Context: an optimization exercise on an open-source flow, tuned for small area, a short achievable clock period and few clock cycles. The choices shown serve that exercise and are no tape-out recipe.
Only simulation tests tie the RTL to the original design; equivalence was not proved.

==> inputs of lagoon <==
## mp_top
module mp_top
(
    input  logic        clock,
    input  logic        reset_n,
    input  logic        start,
    input  logic        y_wr_en,
    input  logic [1:0]  y_wr_addr,
    input  logic [31:0] y_wr_data,
    input  logic        dict_wr_en,
    input  logic [4:0]  dict_wr_addr,
    input  logic [31:0] dict_wr_data,
    input  logic [2:0]  x_rd_addr,
    output logic [31:0] x_rd_data,
    output logic        busy,
    output logic        done
);
==> module mp_top, before the edit <==
module mp_top
(
    input  logic        clock,
    input  logic        reset_n,
    input  logic        start,
    input  logic        y_wr_en,
    input  logic [1:0]  y_wr_addr,
    input  logic [31:0] y_wr_data,
    input  logic        dict_wr_en,
    input  logic [4:0]  dict_wr_addr,
    input  logic [31:0] dict_wr_data,
    input  logic [2:0]  x_rd_addr,
    output logic [31:0] x_rd_data,
    output logic        busy,
    output logic        done
);
    logic [4:0]  ph;
    logic        accept;
    logic [31:0] dmem [32];
    logic [31:0] r [4];
    logic [31:0] yreg [4];
    logic [47:0] bs [4];
    logic [47:0] bc [4];
    logic [31:0] pb;
    logic [31:0] best_mag;
    logic [31:0] best_val;
    logic [2:0]  best_loc;
    logic [31:0] best_xval;
    logic [2:0]  w1;
    logic [31:0] p1;
    logic [2:0]  xa;
    logic [3:0]  sup;
    assign accept = start && !busy;
    always_ff @(posedge clock) begin
        if (!reset_n) begin
            ph   <= '0;
            busy <= 1'b0;
            done <= 1'b0;
        end else begin
            done <= (ph == 5'd22);
            if (accept) busy <= 1'b1;
            else if (ph == 5'd22) busy <= 1'b0;
            if (accept) ph <= (ph == 5'd23) ? 5'd24 : 5'd1;
            else if (ph == 5'd24) ph <= busy ? 5'd1 : 5'd0;
            else if (ph != 5'd0) ph <= ph + 5'd1;
        end
    end
    always_ff @(posedge clock) begin
        if (dict_wr_en && !busy) dmem[dict_wr_addr] <= dict_wr_data;
    end
    logic        spec;
    logic [2:0]  ratom;
    logic        c_take;
    always_comb begin
        spec = (ph == 5'd10) || (ph == 5'd22);
        if (spec) ratom = best_loc;
        else if (ph >= 5'd1 && ph <= 5'd7) ratom = ph[2:0];
        else if (ph >= 5'd12 && ph <= 5'd19) ratom = 3'(ph - 5'd12);
        else ratom = 3'd0;
    end
    always_ff @(posedge clock) begin
        for (int i = 0; i < 4; i++) begin
            yreg[i] <= (spec && c_take) ? dmem[28 + i] : dmem[{ratom, 2'(i)}];
        end
    end
    logic        a_upd;
    logic [31:0] ax [4];
    logic [47:0] as [4];
    logic [47:0] ac [4];
    assign a_upd = (ph == 5'd11) || (ph == 5'd23);
    for (genvar i = 0; i < 4; i++) begin : g_lane
        assign ax[i] = a_upd ? best_val : r[i];
        mp_booth_lane lane (.x(ax[i]), .y(yreg[i]), .s(as[i]), .c(ac[i]));
    end
    always_ff @(posedge clock) begin
        for (int i = 0; i < 4; i++) begin
            bs[i] <= as[i];
            bc[i] <= ac[i];
        end
    end
    logic [47:0] ss, sc, acc;
    mp_csa8 csa (
        .v0(bs[0]), .v1(bc[0]), .v2(bs[1]), .v3(bc[1]),
        .v4(bs[2]), .v5(bc[2]), .v6(bs[3]), .v7(bc[3]),
        .s(ss), .c(sc)
    );
    assign acc = ss + sc;
    always_ff @(posedge clock) begin
        pb <= acc[47:16];
    end
    logic        b_upd_run;
    logic        b_upd_post;
    logic [47:0] prod [4];
    assign b_upd_run  = (ph == 5'd12);
    assign b_upd_post = (ph == 5'd24);
    always_comb begin
        for (int i = 0; i < 4; i++) prod[i] = bs[i] + bc[i];
    end
    always_ff @(posedge clock) begin
        for (int i = 0; i < 4; i++) begin
            if (y_wr_en && !busy && y_wr_addr == 2'(i)) begin
                r[i] <= y_wr_data;
            end else if (b_upd_run || (b_upd_post && !sup[i] && reset_n)) begin
                r[i] <= r[i] - prod[i][47:16];
            end
            sup[i] <= y_wr_en && !busy && y_wr_addr == 2'(i);
        end
    end
    logic        c_val;
    logic [2:0]  c_atom;
    logic [31:0] c_mag;
    logic [31:0] c_xval;
    always_comb begin
        c_val  = (ph >= 5'd3 && ph <= 5'd10) || (ph >= 5'd15 && ph <= 5'd22);
        c_atom = (ph <= 5'd10) ? 3'(ph - 5'd3) : 3'(ph - 5'd15);
        c_mag  = pb[31] ? -pb : pb;
        c_take = (c_atom == 3'd0) || (c_mag > best_mag);
        c_xval = pb + ((c_atom == w1) ? p1 : 32'd0);
    end
    always_ff @(posedge clock) begin
        if (c_val && c_take) begin
            best_mag  <= c_mag;
            best_val  <= pb;
            best_loc  <= c_atom;
            best_xval <= c_xval;
        end
        if (ph == 5'd11) begin
            w1 <= best_loc;
            p1 <= best_val;
        end
    end
    always_ff @(posedge clock) begin
        xa <= x_rd_addr;
    end
    assign x_rd_data = (xa == best_loc) ? best_xval :
                       (xa == w1) ? p1 : 32'd0;
endmodule
Settings: LEC_CHECK=0, ABC_AREA=1, CAP_MARGIN=20, CORE_MARGIN=2, CORE_UTILIZATION=40, SLEW_MARGIN=20; clock period 12.5 ns.
run.sh (not shown) runs the stock make flow with config.mk's settings and CLKGATE_MAP_FILE= SYNTH_SCRIPT=/design/flow/synth_recipe.tcl, a recipe that flattens the netlist after the stock synthesis.
==> tundra: changes against lagoon <==
--- a/flow/design.v
+++ b/flow/design.v
@@ -4141,9 +4141,12 @@
     output logic        done
 );
     logic [4:0]  ph;
+    logic [4:0]  ph_n;
     logic        accept;
     logic [31:0] dmem [32];
     logic [31:0] r [4];
+    logic [31:0] r_n [4];
+    logic [31:0] xreg [4];
     logic [31:0] yreg [4];
     logic [47:0] bs [4];
     logic [47:0] bc [4];
@@ -4156,47 +4159,62 @@
     logic [31:0] p1;
     logic [2:0]  xa;
     logic [3:0]  sup;
+    logic        r_spec;
+    logic [2:0]  r_atom;
+    logic        b_upd_run;
+    logic        b_upd_post;
+    logic        c_val;
+    logic        c_first;
+    logic [2:0]  c_atom;
     assign accept = start && !busy;
+    always_comb begin
+        if (accept) ph_n = (ph == 5'd23) ? 5'd24 : 5'd1;
+        else if (ph == 5'd24) ph_n = busy ? 5'd1 : 5'd0;
+        else if (ph != 5'd0) ph_n = ph + 5'd1;
+        else ph_n = 5'd0;
+    end
     always_ff @(posedge clock) begin
         if (!reset_n) begin
-            ph   <= '0;
-            busy <= 1'b0;
-            done <= 1'b0;
+            ph         <= '0;
+            busy       <= 1'b0;
+            done       <= 1'b0;
+            b_upd_run  <= 1'b0;
+            b_upd_post <= 1'b0;
+            c_val      <= 1'b0;
         end else begin
             done <= (ph == 5'd22);
             if (accept) busy <= 1'b1;
             else if (ph == 5'd22) busy <= 1'b0;
-            if (accept) ph <= (ph == 5'd23) ? 5'd24 : 5'd1;
-            else if (ph == 5'd24) ph <= busy ? 5'd1 : 5'd0;
-            else if (ph != 5'd0) ph <= ph + 5'd1;
+            ph         <= ph_n;
+            b_upd_run  <= (ph_n == 5'd12);
+            b_upd_post <= (ph_n == 5'd24);
+            c_val      <= (ph_n >= 5'd3 && ph_n <= 5'd10) || (ph_n >= 5'd15 && ph_n <= 5'd22);
         end
     end
     always_ff @(posedge clock) begin
+        r_spec  <= (ph_n == 5'd10) || (ph_n == 5'd22);
+        if (ph_n >= 5'd1 && ph_n <= 5'd7) r_atom <= ph_n[2:0];
+        else if (ph_n >= 5'd12 && ph_n <= 5'd19) r_atom <= 3'(ph_n - 5'd12);
+        else r_atom <= 3'd0;
+        c_first <= (ph_n == 5'd3) || (ph_n == 5'd15);
+        c_atom  <= (ph_n <= 5'd10) ? 3'(ph_n - 5'd3) : 3'(ph_n - 5'd15);
+    end
+    always_ff @(posedge clock) begin
         if (dict_wr_en && !busy) dmem[dict_wr_addr] <= dict_wr_data;
     end
-    logic        spec;
-    logic [2:0]  ratom;
     logic        c_take;
-    always_comb begin
-        spec = (ph == 5'd10) || (ph == 5'd22);
-        if (spec) ratom = best_loc;
-        else if (ph >= 5'd1 && ph <= 5'd7) ratom = ph[2:0];
-        else if (ph >= 5'd12 && ph <= 5'd19) ratom = 3'(ph - 5'd12);
-        else ratom = 3'd0;
-    end
+    logic        pick7;
+    assign pick7 = r_spec && c_take;
     always_ff @(posedge clock) begin
         for (int i = 0; i < 4; i++) begin
-            yreg[i] <= (spec && c_take) ? dmem[28 + i] : dmem[{ratom, 2'(i)}];
+            yreg[i] <= pick7 ? dmem[28 + i] : dmem[{(r_spec ? best_loc : r_atom), 2'(i)}];
+            xreg[i] <= r_spec ? (c_take ? pb : best_val) : r_n[i];
         end
     end
-    logic        a_upd;
-    logic [31:0] ax [4];
     logic [47:0] as [4];
     logic [47:0] ac [4];
-    assign a_upd = (ph == 5'd11) || (ph == 5'd23);
     for (genvar i = 0; i < 4; i++) begin : g_lane
-        assign ax[i] = a_upd ? best_val : r[i];
-        mp_booth_lane lane (.x(ax[i]), .y(yreg[i]), .s(as[i]), .c(ac[i]));
+        mp_booth_lane lane (.x(xreg[i]), .y(yreg[i]), .s(as[i]), .c(ac[i]));
     end
     always_ff @(posedge clock) begin
         for (int i = 0; i < 4; i++) begin
@@ -4214,33 +4232,30 @@
     always_ff @(posedge clock) begin
         pb <= acc[47:16];
     end
-    logic        b_upd_run;
-    logic        b_upd_post;
     logic [47:0] prod [4];
-    assign b_upd_run  = (ph == 5'd12);
-    assign b_upd_post = (ph == 5'd24);
     always_comb begin
-        for (int i = 0; i < 4; i++) prod[i] = bs[i] + bc[i];
-    end
-    always_ff @(posedge clock) begin
         for (int i = 0; i < 4; i++) begin
+            prod[i] = bs[i] + bc[i];
             if (y_wr_en && !busy && y_wr_addr == 2'(i)) begin
-                r[i] <= y_wr_data;
-            end else if (b_upd_run || (b_upd_post && !sup[i] && reset_n)) begin
-                r[i] <= r[i] - prod[i][47:16];
+                r_n[i] = y_wr_data;
+            end else if (b_upd_run || (b_upd_post && !sup[i])) begin
+                r_n[i] = r[i] - prod[i][47:16];
+            end else begin
+                r_n[i] = r[i];
             end
+        end
+    end
+    always_ff @(posedge clock) begin
+        for (int i = 0; i < 4; i++) begin
+            r[i] <= r_n[i];
             sup[i] <= y_wr_en && !busy && y_wr_addr == 2'(i);
         end
     end
-    logic        c_val;
-    logic [2:0]  c_atom;
     logic [31:0] c_mag;
     logic [31:0] c_xval;
     always_comb begin
-        c_val  = (ph >= 5'd3 && ph <= 5'd10) || (ph >= 5'd15 && ph <= 5'd22);
-        c_atom = (ph <= 5'd10) ? 3'(ph - 5'd3) : 3'(ph - 5'd15);
         c_mag  = pb[31] ? -pb : pb;
-        c_take = (c_atom == 3'd0) || (c_mag > best_mag);
+        c_take = c_first || (c_mag > best_mag);
         c_xval = pb + ((c_atom == w1) ? p1 : 32'd0);
     end
     always_ff @(posedge clock) begin
@@ -4250,7 +4265,7 @@
             best_loc  <= c_atom;
             best_xval <= c_xval;
         end
-        if (ph == 5'd11) begin
+        if (b_upd_run) begin
             w1 <= best_loc;
             p1 <= best_val;
         end
--- a/flow/config.mk
+++ b/flow/config.mk
@@ -9,4 +9,5 @@
 export CAP_MARGIN = 20
 export CORE_MARGIN = 2
 export CORE_UTILIZATION = 40
+export SETUP_SLACK_MARGIN = 5
 export SLEW_MARGIN = 20
==> comparison <==
Die area: lagoon is lower than tundra (about 1.2%). In lagoon the area after synthesis is lower than in tundra, by 1.2%. Between tundra and lagoon, the lower worst setup slack is in lagoon (gap 2.6 ns). In tundra the cell area is higher than in lagoon, by about 1.3%. Via count: tundra is larger than lagoon (2.7%).
==> figures <==
quantity	tundra	lagoon
Outcome	complete, no violations	complete, no violations
Number of nets in the finished design	20.5k	19.9k
Total number of sequential cells	1,978	1,839
Routed wire length	667,000 um	689,000 um
Routability Congestion	1.03	1.04
Cell type with the highest aggregate area in the netlist	sky130_fd_sc_hd__fa_1	sky130_fd_sc_hd__edfxtp_1
Sum of routed wire segments on met1	262,000 um	274,000 um
Buffer share of cell area	2.27%	2.16%
Adder-cell share of the synthesized area	25.4%	25.6%
Die width	654 um	650 um
Clock buffer count in the final layout	287	291
CTS buffer count	224	219
Actual transition at the worst max-transition pin	1.20 ns	1.20 ns
Number of multi-input combinational cells	12.4k	12.0k
Testbench counts of lagoon, summed over its fixed seeds: cycles 4,256.
Testbench counts of tundra, summed over its fixed seeds: cycles 4,256.

## re-timing with driven ports
In the flow no input, the clock included, has a driving cell. The finished layouts below were timed again as built, in two steps. Step 1: set_driving_cell puts a clkbuf_16 on clock and a buf_2 on each other input, an assumption about the parent block. Step 2 adds t to the input delays and takes it off the output delays; t is the mean of the earliest and latest rising clock arrival at the registers after step 1. Input paths then give back, and output paths get back, about the clock's delay inside the block. a / b / c = ideal / step 1 / step 2; a / b = the first two.
run	shift t [ns]	setup WS [ns]	hold slack, ns
lagoon	1.047	3.929 / 3.929 / 3.929	0.458 / 0.458 / 0.458
tundra	1.064	6.513 / 6.513 / 6.513	0.451 / 0.451 / 0.451
After both steps setup and hold are still met in every run listed.
